This is an optimization exercise on Yosys and OpenROAD, whose aim is small area and a short achievable clock period, not a production implementation.
At most, simulation tests tie the RTL to the original design; equivalence was not proved.
No functional check of the RTL was part of runs 1 and 2.

--- design.v ---
module alu #(
   parameter int unsigned WIDTH = 32
) (
   input  logic             clk,
   input  logic             rst,
   input  logic [WIDTH-1:0] A,
   input  logic [WIDTH-1:0] B,
   input  logic [2:0]       Opcode,
   output logic [WIDTH-1:0] Result,
   output logic             Error
);
   localparam int W = WIDTH;
   localparam logic DIV_EN = 1'b1;
   logic is_as, is_mul, is_div, sub;
   assign is_as  = (Opcode[2:1] == 2'b00);
   assign is_mul = (Opcode == 3'b010);
   assign is_div = DIV_EN && (Opcode == 3'b011);
   assign sub    = Opcode[0];
   logic          sa, sb, neg;
   logic [W-1:0]  ma, mb;
   assign sa  = A[W-1];
   assign sb  = B[W-1];
   assign neg = sa ^ sb;
   assign ma  = sa ? (~A + 1'b1) : A;
   assign mb  = sb ? (~B + 1'b1) : B;
   logic [W-1:0]  x, din, mbias;
   logic          cin, inv_b;
   assign inv_b = is_div ? ~sb : sub;
   assign x     = is_mul ? ma : (B ^ {W{inv_b}});
   assign cin   = is_div ? ~sb : (is_as & sub);
   assign mbias = {~neg, {(W-1){neg}}};
   always_comb begin
      if (is_div)      din = ma;
      else if (is_mul) din = mbias;
      else if (is_as)  din = A;
      else             din = '0;
   end
   logic [W-1:0]  hz, lo_nz, anz;
   logic [W-1:0]  hi_eq;
   always_comb begin
      anz[W-1] = 1'b0;
      for (int k = W - 2; k >= 0; k--)
         anz[k] = anz[k+1] | ma[k+1];
      hi_eq[W-1] = 1'b1;
      lo_nz[0]   = B[0];
      for (int k = W - 2; k >= 0; k--)
         hi_eq[k] = hi_eq[k+1] & (B[k+1] == sb);
      for (int k = 1; k < W; k++)
         lo_nz[k] = lo_nz[k-1] | B[k];
      for (int k = 0; k < W; k++)
         hz[k] = hi_eq[k] & (~sb | lo_nz[k]);
   end
   logic [W-1:0]  q;            
   logic [W-1:0]  lost;         
   logic [W-1:0]  c;            
   logic [W-1:0]  en_q, sel_st;
   logic [W-1:0]  p;
   for (genvar k = 0; k < W; k++) begin : g_ctl
      assign en_q[k]   = is_div & hz[k];
      assign sel_st[k] = is_mul ? mb[W-1-k] : (is_as && (k == W - 1));
      assign q[W-1-k]  = c[k] & hz[k];
      assign lost[k]   = mb[W-1-k] & (c[k] | anz[k]);
   end
   alu_array #(.W(W)) u_array (
      .din(din), .x(x), .cin(cin), .en_q(en_q), .sel_st(sel_st), .p(p), .c(c));
   logic          bz;
   logic [W-1:0]  v, qd;
   assign bz = (B == '0);
   assign v  = q & {W{~bz}};
   assign qd = neg ? (~v + 1'b1) : v;
   logic          mul_ovf, div_err, as_ovf;
   logic [W-1:0]  pm;
   assign mul_ovf = |lost;
   assign pm      = p ^ mbias;
   assign div_err = bz | (q[W-1] & ~neg);
   assign as_ovf  = (A[W-1] == x[W-1]) && (p[W-1] != A[W-1]);
   logic [W-1:0]  res_d;
   logic          err_d;
   always_comb begin
      res_d = '0;
      err_d = 1'b0;
      case (Opcode)
         3'b000, 3'b001: begin
            res_d = p;
            err_d = as_ovf;
         end
         3'b010: begin
            res_d = pm;
            err_d = mul_ovf;
         end
         3'b011: begin
            if (DIV_EN) begin
               res_d = qd;
               err_d = div_err;
            end else begin
               res_d = '0;
               err_d = 1'b1;
            end
         end
         3'b100: res_d = A & B;
         3'b101: res_d = A | B;
         3'b110: res_d = A ^ B;
         3'b111: res_d = ~A;
         default: begin
            res_d = '0;
            err_d = 1'b1;
         end
      endcase
   end
   always_ff @(posedge clk) begin
      if (rst) begin
         Result <= '0;
         Error  <= 1'b0;
      end else begin
         Result <= res_d;
         Error  <= err_d;
      end
   end
endmodule
module alu_array #(
   parameter int unsigned W = 32
) (
   input  logic [W-1:0] din,
   input  logic [W-1:0] x,
   input  logic         cin,
   input  logic [W-1:0] en_q,
   input  logic [W-1:0] sel_st,
   output logic [W-1:0] p,
   output logic [W-1:0] c
);
   logic [W-1:0] r [W+1];       
   assign r[0] = '0;
   for (genvar k = 0; k < W; k++) begin : g_row
      logic [k:0] rin, nxt;
      if (k == 0) begin : g_first
         assign rin = din[W-1];
      end else begin : g_rest
         assign rin = {r[k][k-1:0], din[W-1-k]};
      end
      alu_row #(.N(k + 1)) u_row (
         .rin(rin), .x(x[k:0]), .cin(cin), .en_q(en_q[k]), .sel_st(sel_st[k]),
         .nxt(nxt), .c(c[k]));
      if (k == W - 1) begin : g_last
         assign r[k+1] = nxt;
      end else begin : g_mid
         assign r[k+1] = {{(W-1-k){1'b0}}, nxt};
      end
   end
   assign p = r[W];
endmodule
module alu_row #(
   parameter int unsigned N = 8
) (
   input  logic [N-1:0] rin,
   input  logic [N-1:0] x,
   input  logic         cin,
   input  logic         en_q,
   input  logic         sel_st,
   output logic [N-1:0] nxt,
   output logic         c
);
   logic [N-1:0] s;
   assign {c, s} = {1'b0, rin} + {1'b0, x} + cin;
   assign nxt = ((c & en_q) | sel_st) ? s : rin;
endmodule
--- flow/run.sh ---
#!/bin/bash
# Own layout flow: the standard ORFS flow, run on the design with its array (modules alu_array
# and alu_row) replaced by cell-level rows that flow/mkgl.py writes. Everything else, including
# synthesis of the rest of the design and its registers, is the standard flow.
set -euo pipefail
python3 flow/mkgl.py design.v > design_gl.v 2> mkgl.log
bash standard.sh VERILOG_FILES="$PWD/design_gl.v" > standard.log 2>&1
--- flow/mkgl.py ---
#!/usr/bin/env python3
"""Replace the behavioural array of design.v (modules alu_array and alu_row) by cell-level
rows (sky130_fd_sc_hd).

usage: mkgl2.py design.v > design_gl.v

alu_array in the RTL: row k takes the value r left by row k-1 (k bits), brings in din[W-1-k],
    {c[k], s} = {r, din[W-1-k]} + x[k:0] + cin
    r        = ((c[k] & en_q[k]) | sel_st[k]) ? s : {r, din[W-1-k]}
Here each row is a Brent-Kung adder with alternating AOI/OAI levels and an inverting 2:1 mux,
so rows alternate between passing r and ~r to the next row: even rows take r and give ~r,
odd rows take ~r and give r (W is even, so the last row gives r).
"""
import re
import sys

PFX = "sky130_fd_sc_hd__"
W = 32
FAN = 12      # mux selects per select gate
ALT = True    # alternate row polarity with inverting muxes (else true rows, 2:1 muxes)


class Row:
    """Row k (n = k + 1 bits). pin: True when the bits from the row above arrive true (even k)."""

    def __init__(self, k):
        self.k, self.n = k, k + 1
        self.pin = (k % 2 == 0) or not ALT
        self.lines, self.wires, self.cnt = [], [], 0
        self.inv_cache = {}

    def w(self):
        self.cnt += 1
        self.wires.append(f"w{self.cnt}")
        return f"w{self.cnt}"

    def cell(self, typ, **pins):
        self.cnt += 1
        conns = ", ".join(f".{p}({v})" for p, v in pins.items())
        self.lines.append(f"  {PFX}{typ} c{self.cnt} ({conns});")

    def inv(self, net):
        if net not in self.inv_cache:
            y = self.w()
            self.cell("inv_1", A=net, Y=y)
            self.inv_cache[net] = y
        return self.inv_cache[net]

    def pol(self, sig, want):
        net, p = sig
        return net if p == want else self.inv(net)

    def combine(self, G, P, i, j):
        tgt = G[i][1]
        gi, pi, gj = self.pol(G[i], tgt), self.pol(P[i], tgt), self.pol(G[j], tgt)
        y = self.w()
        self.cell("a21oi_1" if tgt else "o21ai_1", A1=pi, A2=gj, B1=gi, Y=y)
        newp = None
        if P[j] is not None:
            pj = self.pol(P[j], tgt)
            yp = self.w()
            self.cell("nand2_1" if tgt else "nor2_1", A=pi, B=pj, Y=yp)
            newp = (yp, not tgt)
        G[i] = (y, not tgt)
        P[i] = newp

    def build(self):
        n, pin = self.n, self.pin
        m = n + 1
        G = [None] * m
        P = [None] * m
        # level 0: true rows give (~p, ~g), complement rows give (p, g)
        lvl0 = not pin          # polarity of level-0 outputs
        G[0] = ("cin", True) if lvl0 else ("cin_n", False)
        psig = []
        for i in range(n):
            xi, xni = f"x[{i}]", f"xn[{i}]"
            pp, gg = self.w(), self.w()
            if i == 0:                      # din: always true
                if lvl0:
                    self.cell("xor2_1", A="din", B=xi, X=pp)
                    self.cell("and2_1", A="din", B=xi, X=gg)
                else:
                    self.cell("xnor2_1", A="din", B=xi, Y=pp)
                    self.cell("nand2_1", A="din", B=xi, Y=gg)
            else:
                r = f"rp[{i-1}]"
                if pin:                     # r true: ~p, ~g
                    self.cell("xnor2_1", A=r, B=xi, Y=pp)
                    self.cell("nand2_1", A=r, B=xi, Y=gg)
                else:                       # r complemented: p = xnor(~r, x), g = nor(~r, ~x)
                    self.cell("xnor2_1", A=r, B=xi, Y=pp)
                    self.cell("nor2_1", A=r, B=xni, Y=gg)
            psig.append((pp, lvl0))
            G[i + 1] = (gg, lvl0)
            P[i + 1] = (pp, lvl0)
        levels = max(1, (m - 1).bit_length())
        for l in range(levels):
            for i in range(m - 1, -1, -1):
                if (i + 1) % (2 << l) == 0 and i - (1 << l) >= 0:
                    self.combine(G, P, i, i - (1 << l))
        for l in range(levels - 2, -1, -1):
            for i in range(m - 1, -1, -1):
                if (i + 1) % (2 << l) == (1 << l) and i >= (2 << l):
                    self.combine(G, P, i, i - (1 << l))
        # carry out and select; the select is built by ceil(n / FAN) gates side by side
        cnet, cpos = G[n]
        ncopy = (n + FAN - 1) // FAN
        per = (n + ncopy - 1) // ncopy
        size = "1" if per < 5 else ("2" if per < 10 else "4")
        sels = []
        if cpos:
            self.lines.append(f"  assign c = {cnet};")
            for _ in range(ncopy):
                y = self.w()
                self.cell(f"a21oi_{size}", A1=cnet, A2="en_q", B1="sel_st", Y=y)
                sels.append(y)
            sel_true = False
        else:
            self.lines.append(f"  assign c = {self.inv(cnet)};")
            for _ in range(ncopy):
                y = self.w()
                self.cell(f"o21ai_{size}", A1=cnet, A2=self.inv("en_q"), B1=self.inv("sel_st"), Y=y)
                sels.append(y)
            sel_true = True
        # sums and muxes: with ALT, true rows give ~nxt and complement rows give nxt through
        # inverting muxes; without, every row gives nxt through a 2:1 mux
        want_s = pin                 # mux data polarity equals the row's input polarity
        for i in range(n):
            pnet, ppos = psig[i]
            cn, cp = G[i]
            s = self.w()
            # xor2(a, b) = p ^ c ^ (a is ~p) ^ (b is ~c)
            flips = (not ppos) ^ (not cp)
            gives_s = not flips       # xor2 output is s when flips is even
            if gives_s == want_s:
                self.cell("xor2_1", A=pnet, B=cn, X=s)
            else:
                self.cell("xnor2_1", A=pnet, B=cn, Y=s)
            if i == 0:
                rside = "din" if pin else self.inv("din")
            else:
                rside = f"rp[{i-1}]"
            a0, a1 = (rside, s) if sel_true else (s, rside)
            if ALT:
                self.cell("mux2i_1", S=sels[i // per], A0=a0, A1=a1, Y=f"nxt[{i}]")
            else:
                self.cell("mux2_1", S=sels[i // per], A0=a0, A1=a1, X=f"nxt[{i}]")

    def emit(self):
        self.build()
        k, n = self.k, self.n
        rp = f"input [{k-1}:0] rp, " if k > 0 else ""
        out = [f"module alu_row_gl_{k} (input din, {rp}input [{k}:0] x, input [{k}:0] xn,"
               f" input cin, input cin_n, input en_q, input sel_st, output [{k}:0] nxt, output c);"]
        out += [f"  wire {x};" for x in self.wires]
        out += self.lines
        out.append("endmodule")
        return "\n".join(out)


def array():
    out = ["module alu_array #(", "   parameter int unsigned W = 32", ") (",
           "   input  logic [W-1:0] din,", "   input  logic [W-1:0] x,", "   input  logic cin,",
           "   input  logic [W-1:0] en_q,", "   input  logic [W-1:0] sel_st,",
           "   output logic [W-1:0] p,", "   output logic [W-1:0] c", ");",
           f"   wire [{W-1}:0] xn;", "   wire cin_n;",
           f"   {PFX}inv_1 u_cin (.A(cin), .Y(cin_n));"]
    for j in range(W):
        if ALT:
            out.append(f"   {PFX}inv_2 u_xn{j} (.A(x[{j}]), .Y(xn[{j}]));")
        else:
            out.append(f"   assign xn[{j}] = x[{j}];    // unused by true rows")
    for k in range(W):
        out.append(f"   wire [{k}:0] r{k};")
    for k in range(W):
        rp = f".rp(r{k-1}), " if k > 0 else ""
        out.append(f"   alu_row_gl_{k} u_row{k} (.din(din[{W-1-k}]), {rp}.x(x[{k}:0]), .xn(xn[{k}:0]),"
                   f" .cin(cin), .cin_n(cin_n), .en_q(en_q[{k}]), .sel_st(sel_st[{k}]),"
                   f" .nxt(r{k}), .c(c[{k}]));")
    out.append(f"   assign p = r{W-1};")
    out.append("endmodule")
    return "\n".join(out)


def main():
    text = open(sys.argv[1]).read()
    for mod in ("alu_array", "alu_row"):
        text, k = re.subn(r"^module %s\b.*?^endmodule\s*$" % mod, "", text, flags=re.S | re.M)
        if k != 1:
            sys.exit(f"mkgl2: expected one {mod} module in the design")
    if not re.search(r"alu_array\s*#\s*\(\s*\.W\s*\(\s*W\s*\)\s*\)", text) or \
            not re.search(r"localparam\s+int\s+W\s*=\s*WIDTH\s*;", text) or \
            not re.search(r"parameter\s+int\s+unsigned\s+WIDTH\s*=\s*32\b", text):
        sys.exit("mkgl2: the cell-level array is built for WIDTH 32 only")
    parts = [text, array()]
    for k in range(W):
        parts.append(Row(k).emit())
    print("\n".join(parts))


if __name__ == "__main__":
    main()
--- standard.sh ---
#!/bin/bash
# synth_recipe.tcl (not shown) runs the flow's synth.tcl, then flattens the netlist and writes it again
# the make line also repeats each setting of config.mk as NAME=value (left out here)
make -C /OpenROAD-flow-scripts/flow DESIGN_CONFIG=/design/flow/config.mk WORK_HOME=/design/flow/orfs CLKGATE_MAP_FILE= SYNTH_SCRIPT=/design/flow/synth_recipe.tcl "${@:-finish}"
--- config.mk ---
export PLATFORM = sky130hd
export DESIGN_NAME = alu
export DESIGN_NICKNAME = alu
export VERILOG_FILES = /design/flow/design.v
export SDC_FILE = /design/flow/constraint.sdc
export NUM_CORES = 4
export LEC_CHECK = 0
export ABC_AREA = 1
export CAP_MARGIN = 20
export CORE_MARGIN = 2
export CORE_UTILIZATION = 40
export SLEW_MARGIN = 20
--- constraint.sdc ---
create_clock -name core_clock -period 100.0 [get_ports {clk}]
set_input_delay 20.0000 -clock core_clock [delete_from_list [all_inputs] [get_ports {clk}]]
set_output_delay 20.0000 -clock core_clock [all_outputs]
set_load 0.01 [all_outputs]
==> qor.txt, run 1 <==
outcome -> no timing/DRC/antenna violations
worst setup margin -> 6980 ps
H-tree depth -> 2
first-pass GRT wire length -> 208000 um
DR vias/cell -> 5.74
clock-pin slew of the registers on the worst-case setup and hold paths -> 70 ps
Mapped Area -> 33200 um^2
chip width -> 292 um
Post-synth EDFFs -> 0
CP Max Fanout -> 12
Hold Startpoint -> rst
Post-DP HPWL -> 111000 um
CP most frequent cell -> a21oi_1
final hold viol count -> 0
critical path class -> primary input to register
Tcrit/Tclk final -> 93.0%
startpoint types -> primary input
Post-synth ARST share -> 0%
port buffer count -> 101
Worst Hold Depth -> 3
largest net degree at the start of global routing -> 63
Final nets -> 5630
fraction of layout cells with a size suffix above 1 -> 5.52%
Post-Route Setup TNS -> 0 ps
synthesis warning total -> 1
Cell variety after synth -> 57
vias post-DR -> 37678
Post-Syn Nets -> 5509
clock root cell -> clkbuf_16
initial antenna violation count -> 7
Post-Syn Instances -> 5371
clock sink count -> 33
die area -> 85300 um^2
DR DRC count -> 0
Min-Delay Path Class -> primary input to register
tightest hold margin -> 20570 ps
Final Util -> 44.4%
Placer Congestion -> 1.07
Starting Density -> 40.4%
pin slew with the least headroom to its limit -> 1110 ps
Die Span Y -> 292 um
crit path max-delay cell type -> clkdlybuf4s50_1
slew margin rel. -> 25.5%
Max clock buf depth -> 2
Min-Delay Endpoint -> Result[24]$_SDFF_PP0_
most frequent cells in the layout -> nand2_1 (790), xnor2_1 (780), nor2_1 (680)
top_reg_cell synth -> dfxtp_1
final setup fails -> 0
DRT Pass-1 Iters -> 6
pre-CTS WS -> 5420 ps
register area share after synthesis -> 1.99%
FF+latch count, synth -> 33
I/O pin count -> 102
Max-cap violations -> 0
vias in the first global route -> 33473
CTS buffer count -> 5
final wirelength -> 141000 um
Final ANT Viol Nets -> 0
Critical Path End Type -> register
Congestion Overflow GR -> 0
achievable frequency -> 10.8 MHz
max incr delay on CP -> 700 ps
diode count -> 0
CTS tree -> built
GRT Total Usage -> 31.4%
Critical Path RT -> 100170 ps
initial DRC count -> 3888
Max Transition Viols Final -> 0
most common cell after layout, fill and taps aside -> nand2_1
final period demand of the worst path -> 93020 ps
Avg WL per Cell -> 21.5 um
Core Box Area -> 82100 um^2
Synth Area per Inst -> 6.18 um^2
Std-Cell Rows -> 105
Worst EP arrival -> 93190 ps
Area Overhead vs Synth -> 9.88%
-- per-layer routing --
metal	vias up	track usage, %	share of wire (%)
li1	18211	-	-
met3	278	3.91	8.4
met4	10	11.6	4.2
met2	1667	49.9	43
met1	17512	43.1	44
met5	-	0	0.045
-- through the flow --
stage | cells | instance area (um^2)
5_1_grt | 6563 | 36500
4_1_cts | 6534 | 36100
6_report | 6563 | 36500
3_5_place_dp | 6526 | 35900
2_1_floorplan | 5371 | 33200
3_3_place_gp | 6526 | 35900
-- what timing repair did --
action,in CTS,in global routing
gates resized for setup,0,18
hold buffers,0,0
setup endpoints to repair,0,33
setup buffers,0,29
-- worst max-delay path by stage --
stage | start | endpoint | slack (ps) | depth (start not counted)
global placement | B[30] | Error$_SDFF_PP0_ | 7790 | 317
finish | B[30] | Error$_SDFF_PP0_ | 6980 | 322
global route | B[30] | Error$_SDFF_PP0_ | -60 | 323
CTS | B[30] | Error$_SDFF_PP0_ | 5390 | 317
detailed placement | B[30] | Error$_SDFF_PP0_ | 5420 | 317
floorplan | Opcode[1] | Result[24]$_SDFF_PP0_ | 12080 | 300
-- cell type report --
cell class | count | area (um^2)
well taps | 1070 | 1340
inverters | 518 | 1950
fillers | 8692 | 45700
clock buffers | 5 | 125
clock inverters | 3 | 17.5
multi-input cells | 4739 | 30600
repair buffers | 195 | 1750
flip-flops and latches | 33 | 661
-- kinds of logic (layout without fill, tap and decap cells) --
kind of cell	count (synthesis)	after routing	share of synthesized area [%]
buf+inv	599	721	6.84
xor+xnor	1109	1109	29.3
fa+ha+maj	69	69	2.60
simple gates	1723	1723	21.4
compound gates	1309	1309	21.9
flops	33	33	1.99
mux	529	529	16.0
-- flip-flops by register name (all words and copies together), names as in the netlist --
| name | cells |
|---|---|
| Error | 1 |
| Result | 32 |
-- synthesized netlist by cell type (all sizes together), types with 5 or more instances --
| master | n | area, um^2 |
|---|---|---|
| xnor2 | 780 | 6830 |
| nor2 | 705 | 2760 |
| ha | 69 | 863 |
| nand3 | 119 | 638 |
| nor4 | 6 | 37.5 |
| nand2 | 798 | 3020 |
| a31oi | 12 | 75.1 |
| nand4 | 27 | 203 |
| buf | 20 | 92.6 |
| mux2i | 529 | 5300 |
| o211ai | 7 | 52.6 |
| o21ai | 663 | 3680 |
| clkbuf | 61 | 229 |
| a211oi | 6 | 45.0 |
| and2 | 17 | 106 |
| nand3b | 7 | 52.6 |
| a221oi | 24 | 210 |
| o2111ai | 6 | 52.6 |
| a21oi | 555 | 2870 |
| dfxtp | 33 | 661 |
| a41oi | 16 | 140 |
| xor2 | 329 | 2880 |
| o22ai | 7 | 43.8 |
| inv | 513 | 1930 |
| clkinv | 5 | 18.8 |
| nor3 | 36 | 233 |
-- worst max-delay path: cells and delay by family --
family / cells / cell delay, ps
XOR/XNOR: 32 / 7570
AO/OA/AOI/OAI: 174 / 44140
adder cells (fa/ha/maj): 1 / 330
buffers and inverters: 32 / 3900
AND/OR/NAND/NOR: 52 / 6680
multiplexers: 31 / 10380
==> run 2, diff against run 1 <==
--- a/flow/mkgl.py
+++ b/flow/mkgl.py
@@ -18,5 +18,5 @@
 W = 32
 FAN = 12      # mux selects per select gate
-ALT = True    # alternate row polarity with inverting muxes (else true rows, 2:1 muxes)
+ALT = False   # alternate row polarity with inverting muxes (else true rows, 2:1 muxes)
 
 
==> qor.txt, run 2 <==
Synth area leaders -> xnor2_1 (23%), mux2_1 (18%), nand2_1 (11%), o21ai_1 (9.4%), xor2_1 (6.4%)
largest net degree at the start of global routing -> 63
Fillers -> 8735
Final nets -> 5539
clock sink count -> 33
final setup fails -> 0
first-pass GRT wire length -> 194000 um
initial antenna violation count -> 5
Post-Syn Nets -> 5414
Yosys top cell by area -> xnor2_1
CTS buffer count -> 5
initial DRC count -> 3109
Compound-Gate Fraction of Synth Area -> 21.7%
Final ANT Viol Nets -> 0
placed inst area -> 36200 um^2
max FFs per register -> 32
CTS tree -> built
CP delay by family, top -> compound AO/OA/AOI/OAI gates
Placer Congestion -> 1.02
DR vias/cell -> 5.67
crit path max-delay cell type -> clkdlybuf4s50_1
fraction of layout cells with a size suffix above 1 -> 5.39%
final hold viol count -> 0
top flop regs -> Result (32), Error (1)
CP most frequent cell -> o21ai_1
Post-synth ARST share -> 0%
Die Span Y -> 293 um
tightest hold margin -> 20700 ps
multiplexer share of the synthesized area -> 17.8%
largest reg by FF count -> Result
pin slew with the least headroom to its limit -> 1260 ps
post-route cell area -> 36900 um^2
outcome -> no timing/DRC/antenna violations
Synth Area in XOR/XNOR -> 29.0%
CP Max Fanout -> 12
port buffer count -> 101
Max-cap violations -> 0
vias in the first global route -> 33910
final period demand of the worst path -> 93530 ps
Std-Cell Rows -> 106
Worst EP arrival -> 93670 ps
vias post-DR -> 36753
Critical Path End Type -> register
Starting Density -> 40.2%
most frequent cells after synthesis -> nand2_1 (977), xnor2_1 (866), o21ai_1 (631)
die area -> 85900 um^2
Post-synth EDFFs -> 0
clock-pin slew of the registers on the worst-case setup and hold paths -> 60 ps
clock root cell -> clkbuf_16
Avg WL per Cell -> 19.6 um
combinational family with the most area after synthesis -> XOR/XNOR gates
startpoint types -> primary input
diode count -> 0
top_reg_cell synth -> dfxtp_1
DRT Pass-1 Iters -> 14
top cell type's share of synthesized area -> 22.7%
max incr delay on CP -> 620 ps
most frequent cells in the layout -> nand2_1 (977), xnor2_1 (866), o21ai_1 (630)
GRT Total Usage -> 28.3%
simple-gate share of the synthesized area -> 21.1%
Reg area -> 661 um^2
Tcrit/Tclk final -> 93.5%
most frequent cell after synthesis -> nand2_1
DR DRC count -> 0
FF+latch count, synth -> 33
Area Overhead vs Synth -> 10.3%
final non-filler cell total -> 6482
Post-Syn Instances -> 5276
critical path class -> primary input to register
Synth Area per Inst -> 6.34 um^2
Min-Delay Path Class -> primary input to register
Buf+Inv Stages, Crit Path -> 36
DP Cell Count -> 6431
slew margin rel. -> 15.4%
Cell variety after synth -> 58
achievable frequency -> 10.7 MHz
most common cell after layout, fill and taps aside -> nand2_1
H-tree depth -> 2
Min-Delay Endpoint -> Result[0]$_SDFF_PP0_
Max Transition Viols Final -> 0
final wirelength -> 127000 um
chip width -> 293 um
Critical Path RT -> 100140 ps
Post-DP HPWL -> 101000 um
Max clock buf depth -> 2
I/O pin count -> 102
Congestion Overflow GR -> 0
synthesis warning total -> 1
Worst Hold Depth -> 6
Hold Startpoint -> A[0]
register area share after synthesis -> 1.98%
Mapped Area -> 33400 um^2
Adder-Cell Fraction of Synth Area -> 2.58%
area of the multi-input gates -> 31300 um^2
Core Box Area -> 83200 um^2
-- run 2: cell families (layout without fill, tap and decap cells) --
family / Yosys count / after routing
simple gates: 1723 / 1723
compound gates: 1309 / 1309
xor+xnor: 1109 / 1109
mux: 529 / 529
buf+inv: 504 / 630
fa+ha+maj: 69 / 69
flops: 33 / 33
-- run 2: worst max-delay path by stage --
stage                          from                     to  slack (ps)  cells past startpoint
after floorplan           Opcode[1]  Result[24]$_SDFF_PP0_        9410                    299
after global placement        B[31]       Error$_SDFF_PP0_        5510                    317
after detailed placement      B[31]       Error$_SDFF_PP0_        2780                    317
after CTS                     B[30]       Error$_SDFF_PP0_        2810                    316
after global routing          B[30]       Error$_SDFF_PP0_         -70                    323
final                         B[30]       Error$_SDFF_PP0_        6470                    324
-- run 2: layout make-up --
cell class                      instances  area share (%)
Clock inverter                          2          0.0271
Clock buffer                            6           0.350
Inverter                              423            4.32
Multi-Input combinational cell       4739            85.0
Sequential cell                        33            1.79
Timing Repair Buffer                  199            4.89
Tap cell                             1080            3.67
-- run 2: what timing repair did --
item | CTS | global route
hold endpoints to repair | 0 | 0
setup endpoints to repair | 0 | 33
resized for setup | 0 | 35
hold buffers | 0 | 0
buffers inserted | 0 | 42
-- run 2: stage by stage --
| step | utilization (%) | TNS, ps | worst slack, ps |
|---|---|---|---|
| 3_3_place_gp | 43.5 | 0 | 5510 |
| 5_1_grt | 44.3 | -73.6 | -73.6 |
| 4_1_cts | 43.7 | 0 | 2810 |
| 2_1_floorplan | - | 0 | 9410 |
| 6_report | 44.3 | 0 | 6470 |
| 3_5_place_dp | 43.5 | 0 | 2780 |
-- run 2: metal layers --
layer | routed length (um) | global-route usage [%] | vias to the layer above
met4 | 4220 | 8.59 | 8
met2 | 57100 | 47.0 | 1252
met3 | 9420 | 3.55 | 205
met5 | 47 | 0 | -
met1 | 56300 | 37.9 | 17279
li1 | - | - | 18009
==> run 3, diff against run 2 <==
--- a/design.v
+++ b/design.v
@@ -36,40 +36,46 @@
       else             din = '0;
    end
-   logic [W-1:0]  hz, lo_nz, anz;
-   logic [W-1:0]  hi_eq;
-   always_comb begin
-      anz[W-1] = 1'b0;
-      for (int k = W - 2; k >= 0; k--)
-         anz[k] = anz[k+1] | ma[k+1];
-      hi_eq[W-1] = 1'b1;
-      lo_nz[0]   = B[0];
-      for (int k = W - 2; k >= 0; k--)
-         hi_eq[k] = hi_eq[k+1] & (B[k+1] == sb);
-      for (int k = 1; k < W; k++)
-         lo_nz[k] = lo_nz[k-1] | B[k];
-      for (int k = 0; k < W; k++)
-         hz[k] = hi_eq[k] & (~sb | lo_nz[k]);
+   function automatic logic [W-1:0] pfx_or(input logic [W-1:0] v);    
+      pfx_or = v;
+      for (int l = 0; (1 << l) < W; l++)
+         for (int i = 0; i < W; i++)
+            if (((i >> l) & 1) == 1)
+               pfx_or[i] = pfx_or[i] | pfx_or[((i >> l) << l) - 1];
+   endfunction
+   function automatic logic [W-1:0] rev(input logic [W-1:0] v);
+      for (int i = 0; i < W; i++)
+         rev[i] = v[W-1-i];
+   endfunction
+   logic [W-1:0]  hz, lo_nz, hi_ne, hi_nz, anz;
+   assign lo_nz = pfx_or(B);
+   assign hi_ne = rev(pfx_or(rev({1'b0, B[W-2:0] ^ {(W-1){sb}}})));    
+   assign hi_nz = rev(pfx_or(rev(ma)));                                  
+   for (genvar k = 0; k < W; k++) begin : g_hz
+      if (k < W - 1) begin : g_lo
+         assign hz[k]  = ~hi_ne[k+1] & (~sb | lo_nz[k]);
+         assign anz[k] = hi_nz[k+1];
+      end else begin : g_top
+         assign hz[k]  = ~sb | lo_nz[k];
+         assign anz[k] = 1'b0;
+      end
    end
    logic [W-1:0]  q;            
-   logic [W-1:0]  lost;         
    logic [W-1:0]  c;            
-   logic [W-1:0]  en_q, sel_st;
-   logic [W-1:0]  p;
+   logic [W-1:0]  en_q, sel_st, qmask;
+   logic [W-1:0]  p, qd;
+   logic          bz;
+   assign bz = (B == '0);
    for (genvar k = 0; k < W; k++) begin : g_ctl
       assign en_q[k]   = is_div & hz[k];
       assign sel_st[k] = is_mul ? mb[W-1-k] : (is_as && (k == W - 1));
       assign q[W-1-k]  = c[k] & hz[k];
-      assign lost[k]   = mb[W-1-k] & (c[k] | anz[k]);
+      assign qmask[k]  = hz[k] & ~bz;
    end
+   logic          mul_ovf;
    alu_array #(.W(W)) u_array (
-      .din(din), .x(x), .cin(cin), .en_q(en_q), .sel_st(sel_st), .p(p), .c(c));
-   logic          bz;
-   logic [W-1:0]  v, qd;
-   assign bz = (B == '0);
-   assign v  = q & {W{~bz}};
-   assign qd = neg ? (~v + 1'b1) : v;
-   logic          mul_ovf, div_err, as_ovf;
+      .din(din), .x(x), .cin(cin), .en_q(en_q), .sel_st(sel_st), .qmask(qmask), .neg(neg),
+      .anz(anz), .p(p), .c(c), .qd(qd), .lost(mul_ovf));
+   logic          div_err, as_ovf;
    logic [W-1:0]  pm;
-   assign mul_ovf = |lost;
    assign pm      = p ^ mbias;
    assign div_err = bz | (q[W-1] & ~neg);
@@ -126,6 +132,11 @@
    input  logic [W-1:0] en_q,
    input  logic [W-1:0] sel_st,
+   input  logic [W-1:0] qmask,
+   input  logic         neg,
+   input  logic [W-1:0] anz,
    output logic [W-1:0] p,
-   output logic [W-1:0] c
+   output logic [W-1:0] c,
+   output logic [W-1:0] qd,
+   output logic         lost
 );
    logic [W-1:0] r [W+1];       
@@ -148,4 +159,10 @@
    end
    assign p = r[W];
+   logic [W-1:0] v;
+   for (genvar k = 0; k < W; k++) begin : g_q
+      assign v[W-1-k] = c[k] & qmask[k];
+   end
+   assign qd = neg ? (~v + 1'b1) : v;
+   assign lost = |(sel_st & (c | anz));
 endmodule
 module alu_row #(
--- a/flow/mkgl.py
+++ b/flow/mkgl.py
@@ -18,5 +18,5 @@
 W = 32
 FAN = 12      # mux selects per select gate
-ALT = False   # alternate row polarity with inverting muxes (else true rows, 2:1 muxes)
+ALT = True    # alternate row polarity with inverting muxes (else true rows, 2:1 muxes)
 
 
@@ -164,7 +164,9 @@
            "   input  logic [W-1:0] din,", "   input  logic [W-1:0] x,", "   input  logic cin,",
            "   input  logic [W-1:0] en_q,", "   input  logic [W-1:0] sel_st,",
-           "   output logic [W-1:0] p,", "   output logic [W-1:0] c", ");",
-           f"   wire [{W-1}:0] xn;", "   wire cin_n;",
-           f"   {PFX}inv_1 u_cin (.A(cin), .Y(cin_n));"]
+           "   input  logic [W-1:0] qmask,", "   input  logic neg,", "   input  logic [W-1:0] anz,",
+           "   output logic [W-1:0] p,", "   output logic [W-1:0] c,", "   output logic [W-1:0] qd,",
+           "   output logic lost", ");", f"   wire [{W-1}:0] xn;", f"   wire [{W // 8 - 1}:0] cin_n;"]
+    for g in range(W // 8):          # the complemented carry in, one inverter per 8 rows
+        out.append(f"   {PFX}inv_2 u_cin{g} (.A(cin), .Y(cin_n[{g}]));")
     for j in range(W):
         if ALT:
@@ -177,9 +179,66 @@
         rp = f".rp(r{k-1}), " if k > 0 else ""
         out.append(f"   alu_row_gl_{k} u_row{k} (.din(din[{W-1-k}]), {rp}.x(x[{k}:0]), .xn(xn[{k}:0]),"
-                   f" .cin(cin), .cin_n(cin_n), .en_q(en_q[{k}]), .sel_st(sel_st[{k}]),"
+                   f" .cin(cin), .cin_n(cin_n[{k // 8}]), .en_q(en_q[{k}]), .sel_st(sel_st[{k}]),"
                    f" .nxt(r{k}), .c(c[{k}]));")
     out.append(f"   assign p = r{W-1};")
+    out += qneg()
+    out += lostchain()
     out.append("endmodule")
     return "\n".join(out)
+
+
+def lostchain():
+    """lost = |(sel_st & (c | anz)), ORed in row order: row k's carry comes after row k-1's."""
+    out = []
+    prev = None
+    for k in range(W):
+        t = f"lt{k}"
+        out.append(f"   wire {t};")
+        out.append(f"   {PFX}o21a_1 u_lt{k} (.A1(c[{k}]), .A2(anz[{k}]), .B1(sel_st[{k}]), .X({t}));")
+        if prev is None:
+            prev = t
+        else:
+            y = f"lo{k}"
+            out.append(f"   wire {y};")
+            out.append(f"   {PFX}or2_1 u_lo{k} (.A({prev}), .B({t}), .X({y}));")
+            prev = y
+    out.append(f"   assign lost = {prev};")
+    return out
+
+
+def qneg():
+    """qd = neg ? -v : v with v[W-1-k] = c[k] & qmask[k]. v[0] (the last row's) comes last:
+    qd[i] = v[i] ^ (neg & (|v[i-1:1] | v[0])), with |v[i-1:1] from a Sklansky OR scan."""
+    out = [f"   wire [{W-1}:0] v;", "   wire v0b;"]
+    for k in range(W):
+        i = W - 1 - k
+        typ = "and2_4" if i == 0 else "and2_1"
+        out.append(f"   {PFX}{typ} u_v{i} (.A(c[{k}]), .B(qmask[{k}]), .X(v[{i}]));")
+    # zz[i] = |v[i:1], i = 1..W-2
+    z = {i: f"v[{i}]" for i in range(1, W - 1)}
+    n = 0
+    lvl = 0
+    while (1 << lvl) < W - 2:
+        newz = dict(z)
+        for i in range(1, W - 1):
+            j = i - 1                          # position within the scan, from 0
+            if (j >> lvl) & 1:
+                src = ((j >> lvl) << lvl) - 1 + 1
+                n += 1
+                w = f"zs{n}"
+                out.append(f"   wire {w};")
+                out.append(f"   {PFX}or2_1 u_zs{n} (.A({z[i]}), .B({z[src]}), .X({w}));")
+                newz[i] = w
+        z = newz
+        lvl += 1
+    out.append("   assign qd[0] = v[0];")
+    out.append(f"   wire t1;")
+    out.append(f"   {PFX}and2_1 u_t1 (.A(v[0]), .B(neg), .X(t1));")
+    out.append(f"   {PFX}xor2_1 u_qd1 (.A(v[1]), .B(t1), .X(qd[1]));")
+    for i in range(2, W):
+        out.append(f"   wire t{i};")
+        out.append(f"   {PFX}o21a_1 u_t{i} (.A1({z[i-1]}), .A2(v[0]), .B1(neg), .X(t{i}));")
+        out.append(f"   {PFX}xor2_1 u_qd{i} (.A(v[i]), .B(t{i}), .X(qd[{i}]));".replace("v[i]", f"v[{i}]"))
+    return out
 
 
==> qor.txt, run 3 <==
Post-Route Setup TNS -> 0 ps
Mapped Area -> 33700 um^2
H-tree depth -> 2
Die Span Y -> 294 um
top flop regs -> Result (32), Error (1)
Post-Syn Nets -> 5505
CTS buffer count -> 5
Post-CTS Setup Repair Bufs -> 0
largest net degree at the start of global routing -> 65
RSZ-0062 raised after global routing -> false
multiplexer share of the synthesized area -> 15.7%
Cell variety after synth -> 56
DRT Pass-1 Iters -> 7
top cell type's share of synthesized area -> 20.4%
outcome -> no timing/DRC/antenna violations
clock root cell -> clkbuf_16
register area share after synthesis -> 1.96%
Yosys top cell by area -> xnor2_1
Reg area -> 661 um^2
most frequent cell after synthesis -> xnor2_1
placed inst area -> 36400 um^2
most frequent cells after synthesis -> xnor2_1 (784), nand2_1 (748), nor2_1 (654)
most frequent cells in the layout -> xnor2_1 (784), nand2_1 (747), nor2_1 (650)
combinational family with the most area after synthesis -> XOR/XNOR gates
Min-Delay Path Class -> primary input to register
slew margin rel. -> 16.2%
Critical Path End Type -> register
Post-synth ARST share -> 0%
post-route cell area -> 36700 um^2
Tcrit/Tclk final -> 93.6%
first-pass GRT wire length -> 209000 um
largest reg by FF count -> Result
Max clock buf depth -> 2
Final nets -> 5601
Post-synth EDFFs -> 0
vias post-DR -> 37367
Fillers -> 8979
die area -> 86600 um^2
Critical Path RT -> 100180 ps
clock sink count -> 33
DR DRC count -> 0
Synth area leaders -> xnor2_1 (20%), mux2i_1 (16%), nand2_1 (8.3%), xor2_1 (8.2%), a21oi_1 (8.0%)
fraction of layout cells with a size suffix above 1 -> 5.25%
Starting Density -> 40.4%
CP most frequent cell -> a21oi_1
clock-pin slew of the registers on the worst-case setup and hold paths -> 70 ps
FF+latch count, synth -> 33
startpoint types -> primary input
port buffer count -> 101
DR vias/cell -> 5.71
Final ANT Viol Nets -> 0
Std-Cell Rows -> 106
Worst EP arrival -> 93730 ps
Max Transition Viols Final -> 0
final period demand of the worst path -> 93550 ps
final wirelength -> 142000 um
Synth Area per Inst -> 6.29 um^2
hold_buf cts -> 0
initial antenna violation count -> 2
area of the multi-input gates -> 31200 um^2
Placer Congestion -> 1.05
achievable frequency -> 10.7 MHz
top_reg_cell synth -> dfxtp_1
I/O pin count -> 102
Area Overhead vs Synth -> 8.73%
GRT Total Usage -> 31.3%
Core Box Area -> 83600 um^2
Avg WL per Cell -> 21.7 um
critical path class -> primary input to register
synthesis warning total -> 1
Max-cap violations -> 0
max FFs per register -> 32
crit path max-delay cell type -> mux2i_1
Post-Syn Instances -> 5365
CP delay by family, top -> compound AO/OA/AOI/OAI gates
initial DRC count -> 3788
simple-gate share of the synthesized area -> 22.6%
most common cell after layout, fill and taps aside -> xnor2_1
Buf+Inv Stages, Crit Path -> 30
Adder-Cell Fraction of Synth Area -> 2.63%
max incr delay on CP -> 870 ps
CTS tree -> built
vias in the first global route -> 34006
CP Max Fanout -> 64
Congestion Overflow GR -> 0
Post-DP HPWL -> 112000 um
final hold viol count -> 0
final setup fails -> 0
Compound-Gate Fraction of Synth Area -> 22.2%
chip width -> 294 um
Synth Area in XOR/XNOR -> 28.6%
pin slew with the least headroom to its limit -> 1240 ps
## run 3: changes by cell type after synthesis, moves of 142 or more
cell	delta
a21oi_1	+181
mux2_1	-528
mux2i_1	+527
nand2_1	-229
nor2_1	+142
o21ai_1	-182
## run 3: layout make-up
type | instances | share of cell area (%)
multi-input combinational | 4793 | 85.2
inverter | 463 | 4.75
timing repair buffer | 165 | 4.06
tap | 1080 | 3.69
sequential | 33 | 1.80
clock buffer | 5 | 0.341
clock inverter | 3 | 0.177
antenna | 1 | 0.00682
## run 3: worst paths after layout
kind	end	depth (start not counted)	start	slack, ps
worst max-delay path	Result[1]$_SDFF_PP0_	290	Opcode[2]	6450
worst min-delay path	Error$_SDFF_PP0_	6	A[31]	20540
## run 3: kinds of logic after synthesis
family                     count (synthesis)
adders and majority gates                 71
buffers and inverters                    539
DFF                                       33
muxes                                    528
AOI/OAI and AO/OA                       1321
xor gates and xnor gates                1102
other                                      1
and+or+nand+nor                         1770
## run 3: repair_timing
item / in CTS / in global routing
gates resized for setup: 0 / 10
endpoints found under the hold margin: 0 / 0
endpoints found under the setup margin: 0 / 33
## run 3: layer usage
metal | vias up | track usage [%] | share of wire [%]
met5 | - | 0 | 0.040
met4 | 8 | 13.8 | 5.1
met3 | 281 | 4.03 | 7.9
met2 | 1502 | 50.4 | 43
met1 | 17425 | 41.6 | 44
li1 | 18151 | - | -
## run 3: through the flow
stage	utilization (%)	hold WS [ps]	std cells	setup WS, ps
2_1_floorplan	-	20270	5365	12890
4_1_cts	43.8	20530	6542	6390
3_5_place_dp	43.6	20740	6534	6390
3_3_place_gp	43.6	20740	6533	8830
5_1_grt	43.9	20570	6542	148
6_report	43.9	20540	6543	6450
## run 3: worst min-delay path, delay by kind of cell
family	cells	cell delay (ps)
buffers and inverters	2	410
AND/OR/NAND/NOR	4	360
==> run 4, diff against run 3 <==
--- a/flow/mkgl.py
+++ b/flow/mkgl.py
@@ -18,5 +18,5 @@
 W = 32
 FAN = 12      # mux selects per select gate
-ALT = True    # alternate row polarity with inverting muxes (else true rows, 2:1 muxes)
+ALT = False   # alternate row polarity with inverting muxes (else true rows, 2:1 muxes)
 
 
==> qor.txt, run 4 <==
max FFs per register -> 32
post-route cell area -> 37100 um^2
most frequent cells in the layout -> nand2_1 (934), xnor2_1 (870), o21ai_1 (635)
Post-synth ARST share -> 0%
first-pass GRT wire length -> 198000 um
most frequent cells after synthesis -> nand2_1 (935), xnor2_1 (870), o21ai_1 (634)
Max Transition Viols Final -> 0
placed inst area -> 36700 um^2
top_reg_cell synth -> dfxtp_1
hold_buf cts -> 0
Congestion Overflow GR -> 0
Critical Path RT -> 100200 ps
most frequent cell after synthesis -> nand2_1
Tcrit/Tclk final -> 93.4%
DR DRC count -> 0
Synth Area per Inst -> 6.45 um^2
outcome -> no timing/DRC/antenna violations
FF+latch count, synth -> 33
H-tree depth -> 2
CP Max Fanout -> 37
port buffer count -> 101
pin slew with the least headroom to its limit -> 1230 ps
DRT Pass-1 Iters -> 7
Fillers -> 8885
Avg WL per Cell -> 20.4 um
pre-CTS WS -> 4530 ps
clock-pin slew of the registers on the worst-case setup and hold paths -> 100 ps
fraction of layout cells with a size suffix above 1 -> 5.10%
die area -> 87300 um^2
Placer Congestion -> 1.04
Mapped Area -> 34000 um^2
initial antenna violation count -> 7
I/O pin count -> 102
CTS tree -> built
final setup fails -> 0
Min-Delay Path Class -> primary input to register
register area share after synthesis -> 1.94%
slew margin rel. -> 17.6%
Core Box Area -> 84000 um^2
critical path class -> primary input to register
largest net degree at the start of global routing -> 55
Std-Cell Rows -> 106
achievable frequency -> 10.7 MHz
CP most frequent cell -> o21ai_1
Die Span Y -> 295 um
crit path max-delay cell type -> clkdlybuf4s50_1
largest reg by FF count -> Result
Final Util -> 44.2%
Post-synth EDFFs -> 0
Area Overhead vs Synth -> 9.20%
Post-DP HPWL -> 103000 um
final period demand of the worst path -> 93380 ps
clock root cell -> clkbuf_16
Post-Route Setup TNS -> 0 ps
CTS buffer count -> 5
initial DRC count -> 3344
worst setup margin -> 6620 ps
chip width -> 295 um
Max-cap violations -> 0
top cell type's share of synthesized area -> 22.4%
Final ANT Viol Nets -> 0
vias post-DR -> 36768
Post-Syn Nets -> 5410
final hold viol count -> 0
GRT Total Usage -> 29.2%
Max clock buf depth -> 2
synthesis warning total -> 1
most common cell after layout, fill and taps aside -> nand2_1
top flop regs -> Result (32), Error (1)
Synth area leaders -> xnor2_1 (22%), mux2_1 (17%), nand2_1 (10%), o21ai_1 (9.3%), xor2_1 (6.0%)
Post-Syn Instances -> 5270
Final nets -> 5513
startpoint types -> primary input
Yosys top cell by area -> xnor2_1
max incr delay on CP -> 630 ps
tightest hold margin -> 20480 ps
Worst EP arrival -> 93590 ps
Starting Density -> 40.5%
clock sink count -> 33
DR vias/cell -> 5.65
Cell variety after synth -> 56
vias in the first global route -> 33425
final wirelength -> 133000 um
Critical Path End Type -> register
[run 4: cell types whose count changed after synthesis, sizes merged]
| cell | previous run | this run |
|---|---|---|
| nand2 | 768 | 955 |
| o21ai | 619 | 776 |
| inv | 461 | 366 |
| mux2 | 0 | 528 |
| nor2 | 676 | 505 |
| a21oi | 550 | 393 |
| and2 | 49 | 33 |
| mux2i | 528 | 0 |
| xor2 | 318 | 232 |
| xnor2 | 784 | 870 |
[run 4: path summary, 6_finish.rpt]
path  cells after the start  startpoint  slack (ps)               endpoint
max                     292   Opcode[2]        6620  Result[15]$_SDFF_PP0_
min                       6       A[31]       20480       Error$_SDFF_PP0_
[run 4: per-layer routing]
layer  GRT usage, %  part of all wire, %
met2           47.2                   44
met5              0                0.058
met1           38.6                   44
met3           4.10                  7.8
met4           12.1                  4.7
[run 4: critical path, delay by kind of cell]
family	cells	cell delay (ps)
buffers and inverters	31	4460
and+or+nand+nor	4	430
xor gates and xnor gates	32	9520
AOI/OAI and AO/OA	193	45930
muxes	32	13050
[run 4: cells by family after synthesis]
family | synth area share (%)
simple gates | 22.3
compound gates | 22.1
xor+xnor | 28.4
mux | 17.5
buf+inv | 5.18
fa+ha+maj | 2.61
flops | 1.94
other cells | 0.0110
[run 4: repair_timing]
item / CTS / global route
resized for setup: 0 / 24
buffers inserted: 0 / 11
setup endpoints to repair: 0 / 33
[run 4: area by class of cell]
type	count	area (um^2)	share of cell area, %
diodes	2	5.00	0.0135
multi-input cells	4794	32000	86.1
inverters	368	1380	3.73
repair buffers	171	1550	4.18
clock inverters	3	17.5	0.0472
well taps	1134	1420	3.82
clock buffers	5	125	0.337
flip-flops and latches	33	661	1.78
[run 4: stage by stage]
step / instances
floorplan: 5270
global placement: 6487
detailed placement: 6487
CTS: 6495
global route: 6508
finish: 6510
==> run 5, diff against run 4 <==
--- a/flow/mkgl.py
+++ b/flow/mkgl.py
@@ -18,4 +18,7 @@
 W = 32
 FAN = 12      # mux selects per select gate
+SIZE = True   # upsize cells by fanout
+FO2, FO4 = 2, 5
+UPSIZE = {"a21oi", "o21ai", "nand2", "nor2", "inv"}
 ALT = False   # alternate row polarity with inverting muxes (else true rows, 2:1 muxes)
 
@@ -104,24 +107,14 @@
                 if (i + 1) % (2 << l) == (1 << l) and i >= (2 << l):
                     self.combine(G, P, i, i - (1 << l))
-        # carry out and select; the select is built by ceil(n / FAN) gates side by side
-        cnet, cpos = G[n]
-        ncopy = (n + FAN - 1) // FAN
-        per = (n + ncopy - 1) // ncopy
-        size = "1" if per < 5 else ("2" if per < 10 else "4")
-        sels = []
-        if cpos:
-            self.lines.append(f"  assign c = {cnet};")
-            for _ in range(ncopy):
-                y = self.w()
-                self.cell(f"a21oi_{size}", A1=cnet, A2="en_q", B1="sel_st", Y=y)
-                sels.append(y)
-            sel_true = False
-        else:
-            self.lines.append(f"  assign c = {self.inv(cnet)};")
-            for _ in range(ncopy):
-                y = self.w()
-                self.cell(f"o21ai_{size}", A1=cnet, A2=self.inv("en_q"), B1=self.inv("sel_st"), Y=y)
-                sels.append(y)
-            sel_true = True
+        # carry out and select: a non-inverting a21o, whose small input and strong output
+        # stage the carry out to the row's mux selects
+        cpos = self.pol(G[n], True)
+        self.lines.append(f"  assign c = {cpos};")
+        size = "1" if n < 6 else ("2" if n < 14 else "4")
+        sel = self.w()
+        self.cell(f"a21o_{size}", A1=cpos, A2="en_q", B1="sel_st", X=sel)
+        sels = [sel] * n
+        per = 1
+        sel_true = True
         # sums and muxes: with ALT, true rows give ~nxt and complement rows give nxt through
         # inverting muxes; without, every row gives nxt through a 2:1 mux
@@ -148,6 +141,32 @@
                 self.cell("mux2_1", S=sels[i // per], A0=a0, A1=a1, X=f"nxt[{i}]")
 
+    def size(self):
+        """Upsize a cell whose output drives many pins: _2 from FO2 loads, _4 from FO4."""
+        pin_re = re.compile(r"\.(\w+)\(([^()]*)\)")
+        loads = {}
+        for line in self.lines:
+            for p, net in pin_re.findall(line):
+                if p not in ("Y", "X"):
+                    loads[net] = loads.get(net, 0) + 1
+        out = []
+        for line in self.lines:
+            m = re.match(r"(\s*" + PFX + r")(\w+?)_(\d)( .*)", line)
+            if m:
+                outs = [net for p, net in pin_re.findall(line) if p in ("Y", "X")]
+                fo = loads.get(outs[0], 0) if outs else 0
+                base, sz = m.group(2), int(m.group(3))
+                if base in UPSIZE and sz == 1:
+                    if fo >= FO4:
+                        sz = 4
+                    elif fo >= FO2:
+                        sz = 2
+                line = f"{m.group(1)}{base}_{sz}{m.group(4)}"
+            out.append(line)
+        self.lines = out
+
     def emit(self):
         self.build()
+        if SIZE:
+            self.size()
         k, n = self.k, self.n
         rp = f"input [{k-1}:0] rp, " if k > 0 else ""
==> qor.txt, run 5 <==
outcome -> no timing/DRC/antenna violations
startpoint types -> primary input
Synth Area per Inst -> 6.95 um^2
crit path max-delay cell type -> a41oi_1
Avg WL per Cell -> 20.0 um
Buf+Inv Stages, Crit Path -> 41
max FFs per register -> 32
Placer Congestion -> 1.01
Final nets -> 5459
CP delay by family, top -> compound AO/OA/AOI/OAI gates
final wirelength -> 130000 um
RSZ-0062 raised after global routing -> false
Std-Cell Rows -> 110
area of the multi-input gates -> 34200 um^2
fraction of layout cells with a size suffix above 1 -> 21.6%
Final ANT Viol Nets -> 0
final period demand of the worst path -> 86490 ps
Starting Density -> 40.3%
CTS tree -> built
FF+latch count, synth -> 33
Fillers -> 9390
DRT Pass-1 Iters -> 6
critical path class -> primary input to register
vias in the first global route -> 33991
most common cell after layout, fill and taps aside -> xnor2_1
Mapped Area -> 36300 um^2
CP most frequent cell -> a21oi_2
Congestion Overflow GR -> 0
Hold Startpoint -> A[31]
CP Max Fanout -> 48
largest reg by FF count -> Result
Post-synth ARST share -> 0%
Tcrit/Tclk final -> 86.5%
GRT Total Usage -> 26.8%
max incr delay on CP -> 790 ps
largest net degree at the start of global routing -> 55
Area Overhead vs Synth -> 8.40%
chip width -> 305 um
Max clock buf depth -> 2
top_reg_cell synth -> dfxtp_1
Min-Delay Path Class -> primary input to register
pin slew with the least headroom to its limit -> 1110 ps
clock root cell -> clkbuf_16
final hold viol count -> 0
Cell variety after synth -> 58
hold_buf cts -> 0
Max-cap violations -> 0
final setup fails -> 0
Post-DP HPWL -> 104000 um
DR vias/cell -> 5.59
DR DRC count -> 0
tightest hold margin -> 20490 ps
Post-Syn Nets -> 5362
Post-Route Setup TNS -> 0 ps
clock-pin slew of the registers on the worst-case setup and hold paths -> 70 ps
Worst EP arrival -> 86620 ps
initial antenna violation count -> 7
initial DRC count -> 3283
Critical Path RT -> 100130 ps
Post-Syn Instances -> 5222
slew margin rel. -> 24.9%
Synth area leaders -> xnor2_1 (21%), mux2_1 (16%), nand2_1 (6.6%), o21ai_1 (6.0%), xor2_1 (5.6%)
synthesis warning total -> 1
Reg area -> 661 um^2
die area -> 93100 um^2
top flop regs -> Result (32), Error (1)
most frequent cell after synthesis -> xnor2_1
first-pass GRT wire length -> 199000 um
achievable frequency -> 11.6 MHz
Yosys top cell by area -> xnor2_1
Post-CTS Setup Repair Bufs -> 0
register area share after synthesis -> 1.82%
most frequent cells after synthesis -> xnor2_1 (870), nand2_1 (635), mux2_1 (528)
Post-synth EDFFs -> 0
Max Transition Viols Final -> 0
post_cts resized -> 0
Critical Path End Type -> register
CTS buffer count -> 5
vias post-DR -> 36344
I/O pin count -> 102
pre-CTS WS -> 13820 ps
H-tree depth -> 2
worst setup margin -> 13510 ps
top cell type's share of synthesized area -> 21.0%
port buffer count -> 101
clock sink count -> 33
CP startpoint -> Opcode[2]
Core Box Area -> 90000 um^2
Die Span Y -> 305 um
most frequent cells in the layout -> xnor2_1 (870), nand2_1 (634), mux2_1 (528)
==> run 5: final cells by class <==
type	count	share of cell area, %
clock buffers	6	0.353
well taps	1176	3.74
repair buffers	166	3.84
clock inverters	2	0.0350
inverters	348	3.32
flip-flops and latches	33	1.68
multi-input cells	4765	87.0
diodes	1	0.00636
==> run 5: path summary, 6_finish.rpt <==
| path | to | cells past startpoint | slack (ps) |
|---|---|---|---|
| setup / recovery | Result[15]$_SDFF_PP0_ | 302 | 13510 |
| hold / removal | Error$_SDFF_PP0_ | 6 | 20490 |
==> run 5: per-layer routing <==
metal | part of all wire, % | vias up | wire (um) | track usage, %
met4 | 3.4 | 8 | 4400 | 8.41
met2 | 44 | 1263 | 57200 | 43.4
met3 | 6.7 | 223 | 8740 | 2.68
met1 | 46 | 17049 | 59500 | 37.2
li1 | - | 17801 | - | -
met5 | 0.039 | - | 51 | 0
==> run 5: logic make-up (layout without fill, tap and decap cells) <==
family	after synthesis	count (layout)	synth area share, %
mux	528	528	16.4
compound gates	1293	1293	23.8
buf+inv	424	522	4.65
simple gates	1770	1770	24.3
flops	33	33	1.82
other cells	1	2	0.0103
fa+ha+maj	71	71	2.45
xor+xnor	1102	1102	26.6
==> run 5: stage by stage <==
| step | area, um^2 | cells | utilization [%] |
|---|---|---|---|
| 3_5_place_dp | 39200 | 6488 | 43.5 |
| 5_1_grt | 39300 | 6496 | 43.7 |
| 4_1_cts | 39300 | 6496 | 43.7 |
| 3_3_place_gp | 39100 | 6487 | 43.5 |
| 6_report | 39300 | 6497 | 43.7 |
| 2_1_floorplan | 36300 | 5222 | - |
==> run 5: worst min-delay path, cell delays in order <==
cell and delay (ps):
buf_2 100, buf_4 280, nand4_1 170, nand3_1 70, nand2_1 60, nor2_1 50
==> run 6, diff against run 5 <==
--- a/flow/mkgl.py
+++ b/flow/mkgl.py
@@ -19,5 +19,5 @@
 FAN = 12      # mux selects per select gate
 SIZE = True   # upsize cells by fanout
-FO2, FO4 = 2, 5
+FO2, FO4 = 3, 6
 UPSIZE = {"a21oi", "o21ai", "nand2", "nor2", "inv"}
 ALT = False   # alternate row polarity with inverting muxes (else true rows, 2:1 muxes)
==> qor.txt, run 6 <==
clock sink count -> 33
outcome -> no timing/DRC/antenna violations
top_reg_cell synth -> dfxtp_1
vias in the first global route -> 33060
startpoint types -> primary input
clock-pin slew of the registers on the worst-case setup and hold paths -> 70 ps
max FFs per register -> 32
CP Max Fanout -> 54
GRT Total Usage -> 27.9%
Placer Congestion -> 1.02
CP delay by family, top -> compound AO/OA/AOI/OAI gates
Tcrit/Tclk final -> 86.0%
Core Box Area -> 84900 um^2
port buffer count -> 101
final period demand of the worst path -> 86030 ps
most frequent cell after synthesis -> nand2_1
DRT Pass-1 Iters -> 8
most frequent cells in the layout -> nand2_1 (934), xnor2_1 (870), o21ai_1 (544)
achievable frequency -> 11.6 MHz
H-tree depth -> 2
Mapped Area -> 34100 um^2
final wirelength -> 126000 um
die area -> 87600 um^2
FF+latch count, synth -> 33
initial antenna violation count -> 3
Starting Density -> 40.2%
critical path class -> primary input to register
DR vias/cell -> 5.58
CTS buffer count -> 5
I/O pin count -> 102
Std-Cell Rows -> 107
top cell type's share of synthesized area -> 22.3%
Max Transition Viols Final -> 0
crit path max-delay cell type -> and2_4
Area Overhead vs Synth -> 8.80%
pre-CTS WS -> 14490 ps
largest net degree at the start of global routing -> 55
Buf+Inv Stages, Crit Path -> 43
Post-Syn Instances -> 5222
fraction of layout cells with a size suffix above 1 -> 6.92%
top flop regs -> Result (32), Error (1)
Post-Route Setup TNS -> 0 ps
Yosys top cell by area -> xnor2_1
Die Span Y -> 296 um
Fillers -> 8925
CTS tree -> built
Post-CTS Setup Repair Bufs -> 0
worst setup margin -> 13970 ps
Max clock buf depth -> 2
Congestion Overflow GR -> 0
Worst Hold Depth -> 6
chip width -> 296 um
pin slew with the least headroom to its limit -> 1160 ps
tightest hold margin -> 20490 ps
Min-Delay Path Class -> primary input to register
Critical Path End Type -> register
Synth area leaders -> xnor2_1 (22%), mux2_1 (17%), nand2_1 (10%), o21ai_1 (8.0%), xor2_1 (5.9%)
clock root cell -> clkbuf_16
Worst EP arrival -> 86220 ps
Post-Syn Nets -> 5362
Critical Path RT -> 100200 ps
Final ANT Viol Nets -> 0
initial DRC count -> 3284
diode count -> 0
final hold viol count -> 0
Max-cap violations -> 0
post_cts resized -> 0
RSZ-0062 raised after global routing -> false
most common cell after layout, fill and taps aside -> nand2_1
hold_buf cts -> 0
Avg WL per Cell -> 19.6 um
Post-synth ARST share -> 0%
final setup fails -> 0
WP depth -> 307
DR DRC count -> 0
Post-synth EDFFs -> 0
slew margin rel. -> 22.1%
Synth Area per Inst -> 6.53 um^2
register area share after synthesis -> 1.94%
most frequent cells after synthesis -> nand2_1 (935), xnor2_1 (870), o21ai_1 (543)
Final nets -> 5459
vias post-DR -> 36086
synthesis warning total -> 1
largest reg by FF count -> Result
Post-DP HPWL -> 99700 um
first-pass GRT wire length -> 193000 um
CP most frequent cell -> o21ai_1
max incr delay on CP -> 530 ps
Cell variety after synth -> 58
run 6: cell types whose count changed after synthesis, moves of 136 or more:
cell     delta
nor2_1    +200
nand2_2   -300
nor2_2    -200
a21oi_1   +138
nand2_1   +300
a21oi_2   -136
run 6: layout make-up:
type                    instances  area, um^2  share of cell area (%)
well taps                    1144        1430                    3.86
clock buffers                   6         139                   0.374
flip-flops and latches         33         661                    1.78
inverters                     348        1310                    3.52
multi-input cells            4765       32000                    86.3
repair buffers                166        1530                    4.12
clock inverters                 1        7.51                  0.0202
run 6: worst paths after layout:
check | from | to | slack (ps)
setup / recovery | B[31] | Result[14]$_SDFF_PP0_ | 13970
hold / removal | A[31] | Error$_SDFF_PP0_ | 20490
run 6: cell families (layout without fill, tap and decap cells):
kind of cell / count (synthesis) / count (layout) / synth area share (%)
buffers and inverters: 424 / 521 / 4.95
AOI/OAI and AO/OA: 1293 / 1293 / 22.5
other: 1 / 1 / 0.0110
adders and majority gates: 71 / 71 / 2.60
xor gates and xnor gates: 1102 / 1102 / 28.3
and+or+nand+nor: 1770 / 1770 / 22.2
muxes: 528 / 528 / 17.4
DFF: 33 / 33 / 1.94
run 6: per-stage QoR:
| step | cells | utilization [%] | cell area, um^2 |
|---|---|---|---|
| floorplan | 5222 | - | 34100 |
| CTS | 6462 | 43.7 | 37100 |
| global placement | 6454 | 43.5 | 36900 |
| finish | 6463 | 43.7 | 37100 |
| global route | 6463 | 43.7 | 37100 |
| detailed placement | 6455 | 43.5 | 36900 |
run 6: per-layer routing:
metal	track usage, %	part of all wire [%]
met3	3.70	7.6
met2	45.4	44
met4	8.92	3.6
met1	38.1	45
met5	0	0.019
==> run 7, diff against run 6 <==
==> flow/run.sh (replaced) <==
#!/bin/bash
# Own layout flow: the standard ORFS flow, run on the design with its array (modules alu_array
# and alu_row) replaced by cell-level rows that flow/mkgl.py writes. Everything else, including
# synthesis of the rest of the design and its registers, is the standard flow, except that
# the port buffers are buf_2 cells.
set -euo pipefail
python3 flow/mkgl.py design.v > design_gl.v 2> mkgl.log
bash standard.sh VERILOG_FILES="$PWD/design_gl.v" \
   BUFFER_PORTS_ARGS="-buffer_cell sky130_fd_sc_hd__buf_2" > standard.log 2>&1
==> qor.txt, run 7 <==
outcome -> no timing/DRC/antenna violations
RSZ-0062 raised after global routing -> false
final hold viol count -> 0
DRT Pass-1 Iters -> 7
clock sink count -> 33
Buf+Inv Stages, Crit Path -> 40
Synth Area per Inst -> 6.53 um^2
Post-DP HPWL -> 101000 um
Post-Syn Instances -> 5222
Post-CTS Setup Repair Bufs -> 0
most common cell after layout, fill and taps aside -> nand2_1
startpoint types -> primary input
final period demand of the worst path -> 86250 ps
most frequent cells in the layout -> nand2_1 (934), xnor2_1 (870), o21ai_1 (544)
Yosys top cell by area -> xnor2_1
max FFs per register -> 32
Synth area leaders -> xnor2_1 (22%), mux2_1 (17%), nand2_1 (10%), o21ai_1 (8.0%), xor2_1 (5.9%)
CP startpoint -> B[31]
initial antenna violation count -> 30
CTS tree -> built
Min-Delay Path Class -> primary input to register
CP most frequent cell -> o21ai_1
Fillers -> 9074
Critical Path RT -> 100210 ps
Placer Congestion -> 1.05
Std-Cell Rows -> 107
Post-synth EDFFs -> 0
WP depth -> 302
initial DRC count -> 3148
clock-pin slew of the registers on the worst-case setup and hold paths -> 80 ps
Core Box Area -> 84900 um^2
Congestion Overflow GR -> 0
I/O pin count -> 102
largest reg by FF count -> Result
Starting Density -> 40.2%
top_reg_cell synth -> dfxtp_1
slew margin rel. -> 22.8%
DR DRC count -> 0
Critical Path End Type -> register
post_cts resized -> 0
CP delay by family, top -> compound AO/OA/AOI/OAI gates
Worst Hold Depth -> 2
DP Cell Count -> 6450
Mapped Area -> 34100 um^2
most frequent cell after synthesis -> nand2_1
register area share after synthesis -> 1.94%
DR vias/cell -> 5.59
chip width -> 296 um
first-pass GRT wire length -> 193000 um
achievable frequency -> 11.6 MHz
critical path class -> primary input to register
largest net degree at the start of global routing -> 55
CP Max Fanout -> 54
Max-cap violations -> 0
vias in the first global route -> 32412
Area Overhead vs Synth -> 7.37%
clock root cell -> clkbuf_16
Final ANT Viol Nets -> 0
Post-Syn Nets -> 5362
vias post-DR -> 36171
tightest hold margin -> 20150 ps
max incr delay on CP -> 950 ps
final setup fails -> 0
synthesis warning total -> 1
CTS buffer count -> 5
Avg WL per Cell -> 19.8 um
Post-synth ARST share -> 0%
hold_buf cts -> 0
Max clock buf depth -> 2
GRT Total Usage -> 28.1%
Worst EP arrival -> 86460 ps
Max Transition Viols Final -> 0
top cell type's share of synthesized area -> 22.3%
Cell variety after synth -> 58
port buffer count -> 101
end of the critical path -> Result[14]$_SDFF_PP0_
most frequent cells after synthesis -> nand2_1 (935), xnor2_1 (870), o21ai_1 (543)
Die Span Y -> 296 um
FF+latch count, synth -> 33
fraction of layout cells with a size suffix above 1 -> 8.75%
crit path max-delay cell type -> ha_1
Tcrit/Tclk final -> 86.3%
Post-Route Setup TNS -> 0 ps
pin slew with the least headroom to its limit -> 1150 ps
H-tree depth -> 2
Final nets -> 5455
top flop regs -> Result (32), Error (1)
die area -> 87600 um^2
final wirelength -> 128000 um
final non-filler cell total -> 6471
==> run 7: cell counts after synthesis <==
Identical to the previous run, type by type.
==> run 7: how the worst min path moves through the flow <==
stage | start | end | slack (ps)
after floorplan | A[18] | Result[18]$_SDFF_PP0_ | 20270
after global placement | Result[9]$_SDFF_PP0_ | Result[9] | 20390
after detailed placement | Result[7]$_SDFF_PP0_ | Result[7] | 20390
after CTS | rst | Result[16]$_SDFF_PP0_ | 20110
after global routing | rst | Result[16]$_SDFF_PP0_ | 20140
final | rst | Result[16]$_SDFF_PP0_ | 20150
==> run 7: area by class of cell <==
cell class / count / area [um^2] / area share [%]
antenna: 11 / 27.5 / 0.0752
clock buffer: 6 / 139 / 0.379
clock inverter: 2 / 13.8 / 0.0376
inverter: 348 / 1310 / 3.57
multi-input combinational: 4765 / 32000 / 87.5
sequential: 33 / 661 / 1.80
tap: 1144 / 1430 / 3.91
timing repair buffer: 162 / 1000 / 2.74
==> run 7: per-layer routing <==
layer / share of wire (%) / vias to the layer above / GRT usage (%) / wire (um)
met5: 0.16 / - / 0 / 210
met4: 3.7 / 32 / 9.44 / 4670
met3: 8.4 / 282 / 4.68 / 10800
met2: 44 / 1318 / 45.1 / 55800
met1: 44 / 16734 / 37.8 / 56400
li1: - / 17805 / - / -
==> run 7: stage by stage <==
step	utilization, %	worst slack (ps)	cell area, um^2
2_1_floorplan	-	16420	34100
3_3_place_gp	42.9	15530	36400
3_5_place_dp	42.9	14370	36400
4_1_cts	43.0	14480	36500
5_1_grt	43.1	7980	36600
6_report	43.1	13750	36600
==> run 7: kinds of logic after synthesis <==
kind of cell | share of synthesized area [%]
XOR/XNOR | 28.3
flip-flops | 1.94
adder cells (fa/ha/maj) | 2.60
multiplexers | 17.4
AND/OR/NAND/NOR | 22.2
other | 0.0110
buffers and inverters | 4.95
AO/OA/AOI/OAI | 22.5

==> what the ideal ports hide <==
The results above use ideal ports. As a check the final layouts listed here were re-extracted and re-timed, cells and wires unchanged. Step 1 (the two cells are an assumption about what drives the block):
set clk [get_ports {clk}]
set_driving_cell -lib_cell sky130_fd_sc_hd__clkbuf_16 $clk
set_driving_cell -lib_cell sky130_fd_sc_hd__buf_2 [delete_from_list [all_inputs] $clk]
Step 2, shift: input delay + t, output delay - t, t = (earliest + latest rising clock arrival at the registers) / 2. This alone moves slack from input paths to output paths. a / b / c = ideal ports / drivers / drivers and shift; a / b = the first two.
run | t (ns) | setup WS [ns] | worst hold slack (ns) | pins driven straight from the clock port
run 1 | 0.328 | 6.980 / 6.989 / 6.661 | 20.571 / 20.559 / 20.746 | 1
run 2 | 0.310 | 6.474 / 6.477 / 6.167 | 20.696 / 20.689 / 20.757 | 1
run 3 | 0.328 | 6.446 / 6.459 / 6.131 | 20.540 / 20.528 / 20.750 | 1
run 4 | 0.390 | 6.616 / 6.632 / 6.243 | 20.480 / 20.448 / 20.748 | 1
run 5 | 0.348 | 13.508 / 13.512 / 13.165 | 20.491 / 20.474 / 20.744 | 1
run 6 | 0.345 | 13.974 / 13.997 / 13.652 | 20.486 / 20.464 / 20.751 | 1
run 7 | 0.352 | 13.749 / 13.766 / 13.414 | 20.149 / 20.137 / 20.399 | 1
After both steps every run listed still meets setup and hold. For run 4, which loses most, drivers alone change the setup slack by +0.016 ns; drivers and shift together by -0.373 ns.
